Background: an optimization exercise with open tools, aiming at small area. Do not read the settings as production practice. In this exercise RTL edits were held to simulation tests only and were not proved equivalent to the original. Power and IR drop assume default switching activity.

**flow/run.sh**
```bash
#!/bin/bash
# synth_recipe.tcl (not shown) runs the flow's synth.tcl, then flattens the netlist and writes it again
# the make line also repeats each setting of config.mk as NAME=value (left out here)
make -C /OpenROAD-flow-scripts/flow DESIGN_CONFIG=/design/flow/config.mk WORK_HOME=/design/flow/orfs CLKGATE_MAP_FILE= SYNTH_SCRIPT=/design/flow/synth_recipe.tcl finish
```
**flow/config.mk**
```make
export PLATFORM = sky130hd
export DESIGN_NAME = pipe_reg_file
export DESIGN_NICKNAME = pipe_reg_file
export VERILOG_FILES = /design/flow/design.v
export SDC_FILE = /design/flow/constraint.sdc
export NUM_CORES = 4
export LEC_CHECK = 0
export CAP_MARGIN = 20
export CORE_MARGIN = 2
export CORE_UTILIZATION = 40
export SETUP_SLACK_MARGIN = 0.2
export SLEW_MARGIN = 20
```
**flow/constraint.sdc**
```tcl
create_clock -name core_clock -period 7.0 [get_ports {clk}]
set_input_delay 1.4000 -clock core_clock [delete_from_list [all_inputs] [get_ports {clk}]]
set_output_delay 1.4000 -clock core_clock [all_outputs]
set_load 0.01 [all_outputs]
```
**flow/design.v**
```verilog
`default_nettype none
package pipe_reg_file_pkg;
    localparam int DEF_DATA_W   = 32;
    localparam int DEF_NUM_REGS = 32;
    localparam int DEF_NUM_RD   = 2;
    typedef logic [DEF_DATA_W-1:0]           word_t;
    typedef logic [$clog2(DEF_NUM_REGS)-1:0] reg_addr_t;
    localparam reg_addr_t REG_ZERO = '0;
endpackage
`default_nettype wire
`default_nettype none
module reg_scoreboard
#(
    parameter int NUM_REGS = pipe_reg_file_pkg::DEF_NUM_REGS,
    parameter int NUM_RD   = pipe_reg_file_pkg::DEF_NUM_RD,
    parameter bit ZERO_REG = 1'b1,
    localparam int ADDR_W  = $clog2(NUM_REGS)
) (
    input  logic                           clk,
    input  logic                           rst_n,
    input  logic                           wr_en,
    input  logic [ADDR_W-1:0]              wr_addr,
    input  logic                           alloc_en,
    input  logic [ADDR_W-1:0]              alloc_addr,
    input  logic                           flush,
    input  logic [NUM_RD-1:0][ADDR_W-1:0]  rd_addr,
    output logic [NUM_RD-1:0]              rd_pending,
    output logic                           any_pending
);
    logic [NUM_REGS-1:0] r_pending;
    logic [NUM_REGS-1:0] w_pending_nxt;
    always_comb begin
        w_pending_nxt = r_pending;
        for (int i = 0; i < NUM_REGS; i++) begin
            if (wr_en && (wr_addr == ADDR_W'(i)))
                w_pending_nxt[i] = 1'b0;
            if (alloc_en && !flush && (alloc_addr == ADDR_W'(i)))
                w_pending_nxt[i] = 1'b1;
        end
        if (flush)
            w_pending_nxt = '0;
        if (ZERO_REG)
            w_pending_nxt[0] = 1'b0;
    end
    always_ff @(posedge clk or negedge rst_n) begin
        if (!rst_n)
            r_pending <= '0;
        else
            r_pending <= w_pending_nxt;
    end
    assign any_pending = |r_pending;
    generate
        for (genvar p = 0; p < NUM_RD; p++) begin : g_rd_pend
            assign rd_pending[p] = r_pending[rd_addr[p]];
        end
    endgenerate
endmodule
`default_nettype wire
`default_nettype none
module pipe_reg_file
#(
    parameter int DATA_W   = pipe_reg_file_pkg::DEF_DATA_W,
    parameter int NUM_REGS = pipe_reg_file_pkg::DEF_NUM_REGS,
    parameter int NUM_RD   = pipe_reg_file_pkg::DEF_NUM_RD,
    parameter bit ZERO_REG = 1'b1,
    parameter bit BYPASS   = 1'b1,
    localparam int ADDR_W  = $clog2(NUM_REGS)
) (
    input  logic                           clk,
    input  logic                           rst_n,
    input  logic [NUM_RD-1:0][ADDR_W-1:0]  rd_addr,
    output logic [NUM_RD-1:0][DATA_W-1:0]  rd_data,
    output logic [NUM_RD-1:0]              rd_pending,
    input  logic                           wr_en,
    input  logic [ADDR_W-1:0]              wr_addr,
    input  logic [DATA_W-1:0]              wr_data,
    input  logic                           alloc_en,
    input  logic [ADDR_W-1:0]              alloc_addr,
    input  logic                           flush,
    output logic                           any_pending
);
    logic [DATA_W-1:0] r_regs [NUM_REGS];
    logic [NUM_RD-1:0] w_sb_pending;
    logic              w_wr_ok;
    logic              w_alloc_ok;
    assign w_wr_ok    = wr_en    && !(ZERO_REG && (wr_addr    == '0));
    assign w_alloc_ok = alloc_en && !(ZERO_REG && (alloc_addr == '0));
    always_ff @(posedge clk or negedge rst_n) begin
        if (!rst_n) begin
            for (int i = 0; i < NUM_REGS; i++)
                r_regs[i] <= '0;
        end else if (w_wr_ok) begin
            r_regs[wr_addr] <= wr_data;
        end
    end
    reg_scoreboard #(
        .NUM_REGS (NUM_REGS),
        .NUM_RD   (NUM_RD),
        .ZERO_REG (ZERO_REG)
    ) u_scoreboard (
        .clk         (clk),
        .rst_n       (rst_n),
        .wr_en       (w_wr_ok),
        .wr_addr     (wr_addr),
        .alloc_en    (w_alloc_ok),
        .alloc_addr  (alloc_addr),
        .flush       (flush),
        .rd_addr     (rd_addr),
        .rd_pending  (w_sb_pending),
        .any_pending (any_pending)
    );
    generate
        for (genvar p = 0; p < NUM_RD; p++) begin : g_rd
            logic [DATA_W-1:0] w_data;
            logic              w_pend;
            logic              w_zero;
            logic              w_byp;
            assign w_zero = ZERO_REG && (rd_addr[p] == '0);
            assign w_byp  = BYPASS && rst_n && wr_en && (wr_addr == rd_addr[p]);
            always_comb begin
                w_data = r_regs[rd_addr[p]];
                w_pend = w_sb_pending[p];
                if (w_zero) begin
                    w_data = '0;
                    w_pend = 1'b0;
                end else if (w_byp) begin
                    w_data = wr_data;
                    w_pend = 1'b0;
                end
            end
            assign rd_data[p]    = w_data;
            assign rd_pending[p] = w_pend;
        end
    endgenerate
endmodule
`default_nettype wire
```
==> out/qor.txt, run 1 <==
Combinational Power Share: 16.5%
Yosys warns: 3
Max Clock Skew: 0 ps
Vias per cell: 7.57
Post-Synthesis Cells: 4652
Nets@finish: 4822
Worst-Margin Slew: 1310 ps
All-Layer GR Usage: 44.1%
Outcome: timing/DRC/antenna clean
Post-route cell area: 62800 um2
Setup CP Type: in2out
Max VDD drop: 0.000223 V
WHS: 516 ps
Die area: 138000 um2
Clock root cell: clkbuf_16
Setup crit end kind: output port
Sw frac: 30.9%
Largest net degree at the start of global routing: 155
Clock Pin Slew Worst Setup and Hold Paths: 60 ps
R2r startpoint: r_regs[28][19]
GP Congestion: 1.02
Post-synth top area share: 47.4%
Fmax: 0.145 GHz
Top cells by area, synth: dfrtp_1 47%, mux2_2 22%, a22oi_1 8.3%, and3_1 1.9%, buf_2 1.7%
Yosys cell types: 88
Cell-internal power: 12100 uW
Syn_nets: 4709
Vias in the first global route: 46800
CTS sink cnt: 1023
EDFF count, synth: 0
Reg power frac: 47.1%
RSZ-0062 raised after global routing: false
Synthesized flop and latch total: 1023
TritonCTS buffer count: 115
Routed WL: 310000 um
Die W: 371 um
Ys flop type: dfrtp_1
Cell Area, Placed: 58800 um2
Post-route setup TNS: 0 ps
IO buf count: 123
Mapped Area: 54000 um2
Min-delay worst type: reg2reg
Initial DRC count: 10700
H-tree levels: 3
Starting Density: 40.4%
Area Growth Syn to Fin: 16.3%
Non-filler cells in the finished layout: 6662
Cell row count: 134
Drt pass-1 iters: 8
Area leader, netlist: dfrtp_1
DR WL/cell: 46.5 um
P_leak: 0.0272 uW
Initial antenna violation count: 38
Crit path max fanout: 24
Final setup vio count: 0
CTS tree: built
DPL Wire Length: 196000 um
GR Overflow Total: 0
Crit path from: rd_addr[7]
Clock tree buffer depth: 3
Core box area: 134000 um2
Seq/Total Area, Yosys: 47.4%
Worst Path Arrival: 5480 ps
Via Count: 50500
Max-cap viol count: 0
Final min period: 6880 ps
Pwr Density: 280 nW/um2
Clock Latency Late Sink: 770 ps
Number of top-level pins: 124
Clock share of power: 36.4%
Ys async rst share: 100%
Max_slew headroom: 12.3%
Max Transition Viols Final: 0
DRC errors left: 0
Type of origin of the critical path: input pin
Fraction of layout cells with a size suffix above 1: 35.9%
Routed Antenna Nets: 0
Worst hold path startpoint: r_regs[1][27]
Die extent in y: 371 um
Switching power total: 5440 uW
First-pass GRT wire length: 414000 um
Worst endpoint required time: 5600 ps
Mean Syn Cell Area: 11.6 um2
Fin. Hold Viols: 0
Inst Count DP: 6409
Final Cycle Share: 98.3%
[layer usage]
layer / global-route usage (%) / vias up / part of all wire (%)
met1: 56.7 / 25700 / 37
li1: - / 18200 / -
met3: 20.4 / 1518 / 16
met5: 1.64 / - / 0.16
met2: 58.7 / 5001 / 39
met4: 28.5 / 32 / 8.3
[power groups by stage]
stage / clock, uW / sequential (uW) / combinational (uW)
final: 6410 / 8280 / 2900
after global routing: 6640 / 8320 / 3020
after CTS: 6400 / 8160 / 2810
after detailed placement: 0 / 8260 / 2800
after global placement: 0 / 8240 / 2740
after floorplan: 0 / 7720 / 1750
[per-stage QoR]
step | utilization [%] | setup WS [ps] | power (uW)
global route | 46.9 | 207 | 18000
floorplan | - | 2480 | 9470
global placement | 43.8 | 304 | 11000
detailed placement | 43.9 | 309 | 11100
finish | 46.9 | 118 | 17600
CTS | 46.8 | 301 | 17400
[worst paths after layout]
check / cells after the start / endpoint / slack [ps]
worst max-delay path: 10 / rd_data[44] / 120
worst min-delay path: 1 / r_regs[1][27] / 520
worst max register to register: 1 / r_regs[28][19] / 6020
worst min register to register: 1 / r_regs[1][27] / 520
max in group asynchronous: 5 / r_regs[31][4] / 2860
min in group asynchronous: 2 / r_regs[20][0] / 890
[registers in the layout, summed over array words and instances (netlist names)]
name                    count
u_scoreboard.r_pending     31
r_regs                    992
[critical path, stage by stage]
cell and delay (ps):
buf_2 480, nand3b_1 480, nor2_4 910, buf_4 380, a22oi_1 100, nand4_1 140
nor3_1 70, a221oi_1 690, buf_4 240, clkdlybuf4s50_1 540
[kinds of logic (layout without fill, tap and decap cells)]
group	after synthesis	count (layout)	share of synthesized area (%)
buf+inv	492	696	4.24
mux	1129	1129	23.8
other cells	0	38	0
xor+xnor	10	10	0.162
simple gates	923	923	9.64
flops	1023	1023	47.4
compound gates	1075	1075	14.8
[placed cells by master (no fill, tap or decap), types with 91 or more instances in the layout]
master,n
nand4_1,128
clkdlybuf4s50_1,102
o21ai_0,91
nand2_1,157
mux2_2,1034
dfrtp_1,1023
a22oi_1,599
and3_1,159
clkbuf_16,115
buf_4,316
[cells in the mapped netlist, types with 8 or more instances]
library cell	number
o31ai_1	25
o221ai_1	8
nand3b_1	24
a21oi_1	53
a31oi_1	20
o2111ai_1	9
nor2b_1	18
nand4_1	128
o21ai_0	92
buf_2	181
nor4_1	54
clkbuf_1	221
buf_1	31
nand2_1	166
inv_1	18
and3_1	161
dfrtp_1	1023
a221oi_1	22
mux4_2	19
a22oi_1	599
a32oi_1	26
nand3_1	82
o32ai_1	19
nand2b_1	28
and3b_1	9
nor2_2	21
buf_4	24
nor3_1	29
o22ai_1	9
nor2_1	112
a2111oi_0	51
and2_1	12
a22o_1	49
buf_6	17
mux2_2	1034
xor2_1	9
o2bb2ai_1	9
o21ai_1	19
nor3b_1	13
a211oi_1	15
or3_1	9
mux2i_1	75
[cell type report]
cell class	count	area, um2
Antenna cell	38	95.1
Clock buffer	164	3290
Clock inverter	44	594
Fill cell	12300	71000
Inverter	18	67.6
Multi-Input combinational cell	3137	26700
Sequential cell	1023	25600
Tap cell	1768	2210
Timing Repair Buffer	470	4250
[timing repair]
| action | 4_1_cts | 5_1_grt |
|---|---|---|
| gates resized for setup | 0 | 1 |
| buffers inserted | 0 | 4 |
| endpoints found under the setup margin | 0 | 1 |
| hold buffers | 0 | 0 |
==> run 2: changes to the inputs <==
==> flow/design.v (replaced) <==
`default_nettype none
package pipe_reg_file_pkg;
    localparam int DEF_DATA_W   = 32;
    localparam int DEF_NUM_REGS = 32;
    localparam int DEF_NUM_RD   = 2;
    typedef logic [DEF_DATA_W-1:0]           word_t;
    typedef logic [$clog2(DEF_NUM_REGS)-1:0] reg_addr_t;
    localparam reg_addr_t REG_ZERO = '0;
endpackage
`default_nettype wire
`default_nettype none
module reg_scoreboard
#(
    parameter int NUM_REGS = pipe_reg_file_pkg::DEF_NUM_REGS,
    parameter int NUM_RD   = pipe_reg_file_pkg::DEF_NUM_RD
) (
    input  logic                             clk,
    input  logic                             rst_n,
    input  logic [NUM_REGS-1:1]              wr_dec,     
    input  logic [NUM_REGS-1:1]              alloc_dec,  
    input  logic                             flush,
    input  logic [NUM_RD-1:0][NUM_REGS-1:1]  rd_sel,     
    output logic [NUM_RD-1:0]                rd_pending,
    output logic                             any_pending
);
    logic [NUM_REGS-1:1] r_pending;
    always_ff @(posedge clk or negedge rst_n) begin
        if (!rst_n)
            r_pending <= '0;
        else
            r_pending <= ~{(NUM_REGS-1){flush}} & (alloc_dec | (r_pending & ~wr_dec));
    end
    assign any_pending = |r_pending;
    generate
        for (genvar p = 0; p < NUM_RD; p++) begin : g_rd_pend
            assign rd_pending[p] = |(rd_sel[p] & r_pending);
        end
    endgenerate
endmodule
`default_nettype wire
`default_nettype none
module pipe_reg_file
#(
    parameter int DATA_W   = pipe_reg_file_pkg::DEF_DATA_W,
    parameter int NUM_REGS = pipe_reg_file_pkg::DEF_NUM_REGS,
    parameter int NUM_RD   = pipe_reg_file_pkg::DEF_NUM_RD,
    localparam int ADDR_W  = $clog2(NUM_REGS)
) (
    input  logic                           clk,
    input  logic                           rst_n,
    input  logic [NUM_RD-1:0][ADDR_W-1:0]  rd_addr,
    output logic [NUM_RD-1:0][DATA_W-1:0]  rd_data,
    output logic [NUM_RD-1:0]              rd_pending,
    input  logic                           wr_en,
    input  logic [ADDR_W-1:0]              wr_addr,
    input  logic [DATA_W-1:0]              wr_data,
    input  logic                           alloc_en,
    input  logic [ADDR_W-1:0]              alloc_addr,
    input  logic                           flush,
    output logic                           any_pending
);
    logic [DATA_W-1:0]   r_regs [1:NUM_REGS-1];
    logic [NUM_REGS-1:1] r_valid;
    logic [NUM_REGS-1:1] w_wr_dec;
    logic [NUM_REGS-1:1] w_alloc_dec;
    logic [NUM_RD-1:0][NUM_REGS-1:1] w_rd_dec;
    logic [NUM_RD-1:0][NUM_REGS-1:1] w_rd_sel;
    logic [NUM_RD-1:0]               w_byp;
    logic [NUM_RD-1:0]               w_sb_pending;
    always_comb begin
        for (int i = 1; i < NUM_REGS; i++) begin
            w_wr_dec[i]    = wr_en    && (wr_addr    == ADDR_W'(i));
            w_alloc_dec[i] = alloc_en && (alloc_addr == ADDR_W'(i));
        end
    end
    always_ff @(posedge clk) begin
        for (int i = 1; i < NUM_REGS; i++)
            if (w_wr_dec[i])
                r_regs[i] <= wr_data;
    end
    always_ff @(posedge clk or negedge rst_n) begin
        if (!rst_n)
            r_valid <= '0;
        else
            r_valid <= r_valid | w_wr_dec;
    end
    generate
        for (genvar p = 0; p < NUM_RD; p++) begin : g_rd
            logic [DATA_W-1:0] w_data;
            always_comb begin
                for (int i = 1; i < NUM_REGS; i++)
                    w_rd_dec[p][i] = (rd_addr[p] == ADDR_W'(i));
            end
            assign w_byp[p]    = rst_n && wr_en && (rd_addr[p] != '0) &&
                                 (wr_addr == rd_addr[p]);
            assign w_rd_sel[p] = w_rd_dec[p] & r_valid & ~{(NUM_REGS-1){w_byp[p]}};
            always_comb begin
                w_data = {DATA_W{w_byp[p]}} & wr_data;
                for (int i = 1; i < NUM_REGS; i++)
                    w_data = w_data | ({DATA_W{w_rd_sel[p][i]}} & r_regs[i]);
            end
            assign rd_data[p]    = w_data;
            assign rd_pending[p] = w_sb_pending[p] && !w_byp[p];
        end
    endgenerate
    reg_scoreboard #(
        .NUM_REGS (NUM_REGS),
        .NUM_RD   (NUM_RD)
    ) u_scoreboard (
        .clk         (clk),
        .rst_n       (rst_n),
        .wr_dec      (w_wr_dec),
        .alloc_dec   (w_alloc_dec & ~{(NUM_REGS-1){flush}}),
        .flush       (flush),
        .rd_sel      (w_rd_dec),
        .rd_pending  (w_sb_pending),
        .any_pending (any_pending)
    );
endmodule
`default_nettype wire
==> out/qor.txt, run 2 <==
Most numerous cell in the Yosys netlist: edfxtp_1 (was mux2_2)
Routed Antenna Nets: 0 (unchanged)
Yosys warns: 3 (unchanged)
CTS sink cnt: 1054 (was 1023)
Starting Density: 40.5% (was 40.4%)
Worst reg2reg path endpoint: r_valid[3] (was r_regs[28][19])
Post-route cell area: 56700 um2 (was 62800 um2)
R2R Setup Slk: 5290 ps (was 6020 ps)
Outcome: timing/DRC/antenna clean (unchanged)
Max Clock Skew: 0 ps (unchanged)
Cell row count: 126 (was 134)
Worst endpoint required time: 5600 ps (about the same)
DPL Wire Length: 156000 um (was 196000 um)
Die area: 123000 um2 (was 138000 um2)
Routed WL: 246000 um (was 310000 um)
Clock root cell: clkbuf_16 (unchanged)
Synthesized flop and latch total: 1054 (was 1023)
Most frequent cells in the layout: 992 x edfxtp_1, 373 x nand2_1, 368 x nand3_1, 281 x buf_4, 230 x a22oi_1 (was 1034 x mux2_2, 1023 x dfrtp_1, 599 x a22oi_1, 316 x buf_4, 159 x and3_1)
WHS Path Cells: 1 (unchanged)
Crit-path max cell delay: 880 ps (was 910 ps)
Clock tree buffer depth: 3 (unchanged)
Top cells by area, synth: edfxtp_1 62%, nand3_1 3.9%, a22oi_1 3.6%, dfrtp_1 3.2%, nand2_1 2.9% (was dfrtp_1 47%, mux2_2 22%, a22oi_1 8.3%, and3_1 1.9%, buf_2 1.7%)
RSZ-0062 raised after global routing: false (unchanged)
Largest regs: r_regs x992, r_valid x31, u_scoreboard.r_pending x31 (was r_regs x992, u_scoreboard.r_pending x31)
Mean Syn Cell Area: 12.5 um2 (was 11.6 um2)
Xor-xnor portion of the synthesized cell area: 0.178% (was 0.162%)
Largest register by flop count: r_regs (unchanged)
Max Transition Viols Final: 0 (unchanged)
EDFF count, synth: 992 (was 0)
Post-synthesis simple-gate area fraction: 12.4% (was 9.64%)
Adder-cell share of the synthesized area: 0% (unchanged)
Yosys cell types: 86 (was 88)
Most frequent cells after synthesis: 992 x edfxtp_1, 374 x nand2_1, 370 x nand3_1 (was 1034 x mux2_2, 1023 x dfrtp_1, 599 x a22oi_1)
Setup crit end kind: output port (unchanged)
Clock Latency Late Sink: 730 ps (was 770 ps)
Critical path's slowest cell: clkdlybuf4s50_1 (was nor2_4)
Fraction of layout cells with a size suffix above 1: 15.6% (was 35.9%)
Final Cycle Share: 98.4% (was 98.3%)
Fin. Hold Viols: 0 (unchanged)
Post-route setup TNS: 0 ps (unchanged)
Crit path max fanout: 20 (was 24)
Min-delay worst type: reg2reg (unchanged)
Seq/Total Area, Yosys: 65.4% (was 47.4%)
Setup CP Type: in2out (unchanged)
Clock Pin Slew Worst Setup and Hold Paths: 60 ps (about the same)
Core box area: 118000 um2 (was 134000 um2)
Ys async rst share: 5.88% (was 100%)
Non-filler cells in the finished layout: 5734 (was 6662)
Type of origin of the critical path: input pin (unchanged)
Inst Count DP: 5507 (was 6409)
Max reg flops: 992 (unchanged)
Nets@finish: 4078 (was 4822)
P_leak: 0.0181 uW (was 0.0272 uW)
Drt pass-1 iters: 14 (was 8)
R2R depth: 2 (was 1)
Mapped Area: 47900 um2 (was 54000 um2)
IO buf count: 123 (unchanged)
Max-cap viol count: 0 (unchanged)
Worst Path Arrival: 5490 ps (was 5480 ps)
CTS tree: built (unchanged)
DR WL/cell: 42.9 um (was 46.5 um)
First-pass GRT wire length: 326000 um (was 414000 um)
Fmax: 0.145 GHz (about the same)
Worst hold path startpoint: r_valid[24] (was r_regs[1][27])
Pwr Density: 271 nW/um2 (was 280 nW/um2)
GP Congestion: 1.00 (was 1.02)
Die extent in y: 350 um (was 371 um)
H-tree levels: 3 (unchanged)
CP cell instances: clkdlybuf4s50_1 > and4b_1 > buf_4 > and2_2 > buf_4 > a22oi_1 > a31oi_1 > a21oi_1 > nand4_1 > clkdlybuf4s50_1 (was buf_2 > nand3b_1 > nor2_4 > buf_4 > a22oi_1 > nand4_1 > nor3_1 > a221oi_1 > buf_4 > clkdlybuf4s50_1)
Post-Synthesis Cells: 3821 (was 4652)
Area leader, netlist: edfxtp_1 (was dfrtp_1)
Compound-gate portion of the synthesized area: 18.3% (was 14.8%)
Commonest non-fill, non-tap cell in the layout: edfxtp_1 (was mux2_2)
Largest net degree at the start of global routing: 63 (was 155)
DRC errors left: 0 (unchanged)
GR Overflow Total: 0 (unchanged)
Max VDD drop: 0.000207 V (was 0.000223 V)
WHS: 500 ps (was 516 ps)
Initial DRC count: 9333 (was 10700)
TritonCTS buffer count: 112 (was 115)
Via Count: 42800 (was 50500)
Vias per cell: 7.47 (was 7.57)
Die W: 350 um (was 371 um)
Worst Hold End: r_valid[24] (was r_regs[1][27])
Area Growth Syn to Fin: 18.4% (was 16.3%)
Post-synthesis mux area share: 0.290% (was 23.8%)
Ys flop type: edfxtp_1 (was dfrtp_1)
R2r startpoint: r_valid[3] (was r_regs[28][19])
Largest family of logic cells by synthesized area: compound AO/OA/AOI/OAI gates (was multiplexers)
Post-synth top area share: 62.2% (was 47.4%)
Vias in the first global route: 39000 (was 46800)
Initial antenna violation count: 14 (was 38)
Final setup vio count: 0 (unchanged)
Final min period: 6890 ps (was 6880 ps)
Max_slew headroom: 13.4% (was 12.3%)
Number of top-level pins: 124 (unchanged)
Cell Area, Placed: 52800 um2 (was 58800 um2)
Syn_nets: 3878 (was 4709)
All-Layer GR Usage: 39.0% (was 44.1%)
Worst-Margin Slew: 1300 ps (was 1310 ps)
-- run 2: changes by cell type after synthesis, sizes merged, moves of 123 or more --
cell    previous run  this run
mux2            1035         7
edfxtp             0       992
dfrtp           1023        62
a22oi            599       234
nand3             83       370
nand2            167       375
and3             163        40
-- run 2: worst max-delay path, delay by kind of cell --
| family | cells | cell delay (ps) |
|---|---|---|
| AO/OA/AOI/OAI | 3 | 480 |
| buffers and inverters | 4 | 2260 |
| AND/OR/NAND/NOR | 3 | 1310 |
-- run 2: cells by family (layout without fill, tap and decap cells) --
kind of cell | count (synthesis) | count (layout)
XOR/XNOR | 8 | 8
AO/OA/AOI/OAI | 1179 | 1179
AND/OR/NAND/NOR | 1192 | 1192
flip-flops | 1054 | 1054
multiplexers | 13 | 13
other | 0 | 16
buffers and inverters | 375 | 672
-- run 2: where the power goes --
part / switching (uW) / internal, uW
registers: 283 / 7000
logic: 1200 / 490
clock network: 2710 / 3680
total: 4190 / 11200
-- run 2: repair_timing --
action / in CTS / in global routing
hold buffers: 0 / 0
gates cloned: 0 / 0
setup buffers: 0 / 0
endpoints found under the hold margin: 0 / 0
endpoints found under the setup margin: 2 / 4
resized for setup: 2 / 4
-- run 2: routing by layer --
metal / up-vias / wire length (um) / track usage (%) / share of wire, %
li1: 16000 / - / - / -
met1: 21100 / 89200 / 52.6 / 36
met2: 4770 / 97100 / 52.6 / 39
met3: 935 / 44300 / 17.0 / 18
met4: 16 / 15000 / 20.7 / 6.1
met5: - / 194 / 0.471 / 0.079
-- run 2: metrics by stage --
stage          worst slack, ps  utilization (%)  power (uW)
6_report                   113             47.9       15400
5_1_grt                    216             47.9       15600
4_1_cts                    211             47.9       15200
3_5_place_dp               109             44.6        8980
3_3_place_gp               174             44.6        8970
2_1_floorplan             2240                -        7940
-- run 2: area by class of cell --
cell class / count / area (um2)
fillers: 10400 / 61700
flip-flops and latches: 1054 / 31400
well taps: 1600 / 2000
clock inverters: 76 / 917
clock buffers: 135 / 2980
diodes: 16 / 40.0
inverters: 26 / 97.6
multi-input cells: 2392 / 15400
repair buffers: 435 / 3940
-- run 2: worst max path at each step --
stage | from | end | slack [ps] | depth (start not counted)
3_5_place_dp | wr_addr[0] | rd_data[12] | 110 | 10
5_1_grt | rd_addr[6] | rd_data[46] | 220 | 11
4_1_cts | wr_addr[0] | rd_data[12] | 210 | 10
3_3_place_gp | wr_addr[0] | rd_data[12] | 170 | 10
6_report | rd_addr[6] | rd_data[46] | 110 | 10
2_1_floorplan | wr_addr[0] | rd_data[23] | 2240 | 11

what the ideal ports hide:
How much do the figures lean on ideal ports? The routed layouts below were timed once more, with nothing changed but the port constraints. Step 1, drivers: a clkbuf_16 drives clk and a buf_2 each remaining input, both assumed. Step 2, shift: input delay + t, output delay - t, t = (earliest + latest rising clock arrival at the registers) / 2. This alone moves slack from input paths to output paths. Slacks: ideal ports / drivers / drivers and shift; pairs: ideal ports / drivers.
run	shift t [ns]	setup WS [ns]	clock arrival spread, ns	worst data-port slew with drivers (ns)	cell pins on the clock port's net
run 1	0.841	0.118 / 0.082 / 0.082	0.047 / 0.048	0.17	1
run 2	0.817	0.113 / 0.083 / 0.083	0.054 / 0.054	0.11	1
After both steps every run listed still meets setup and hold. For run 1, which loses most, drivers alone change the setup slack by -0.036 ns; drivers and shift together by -0.036 ns.
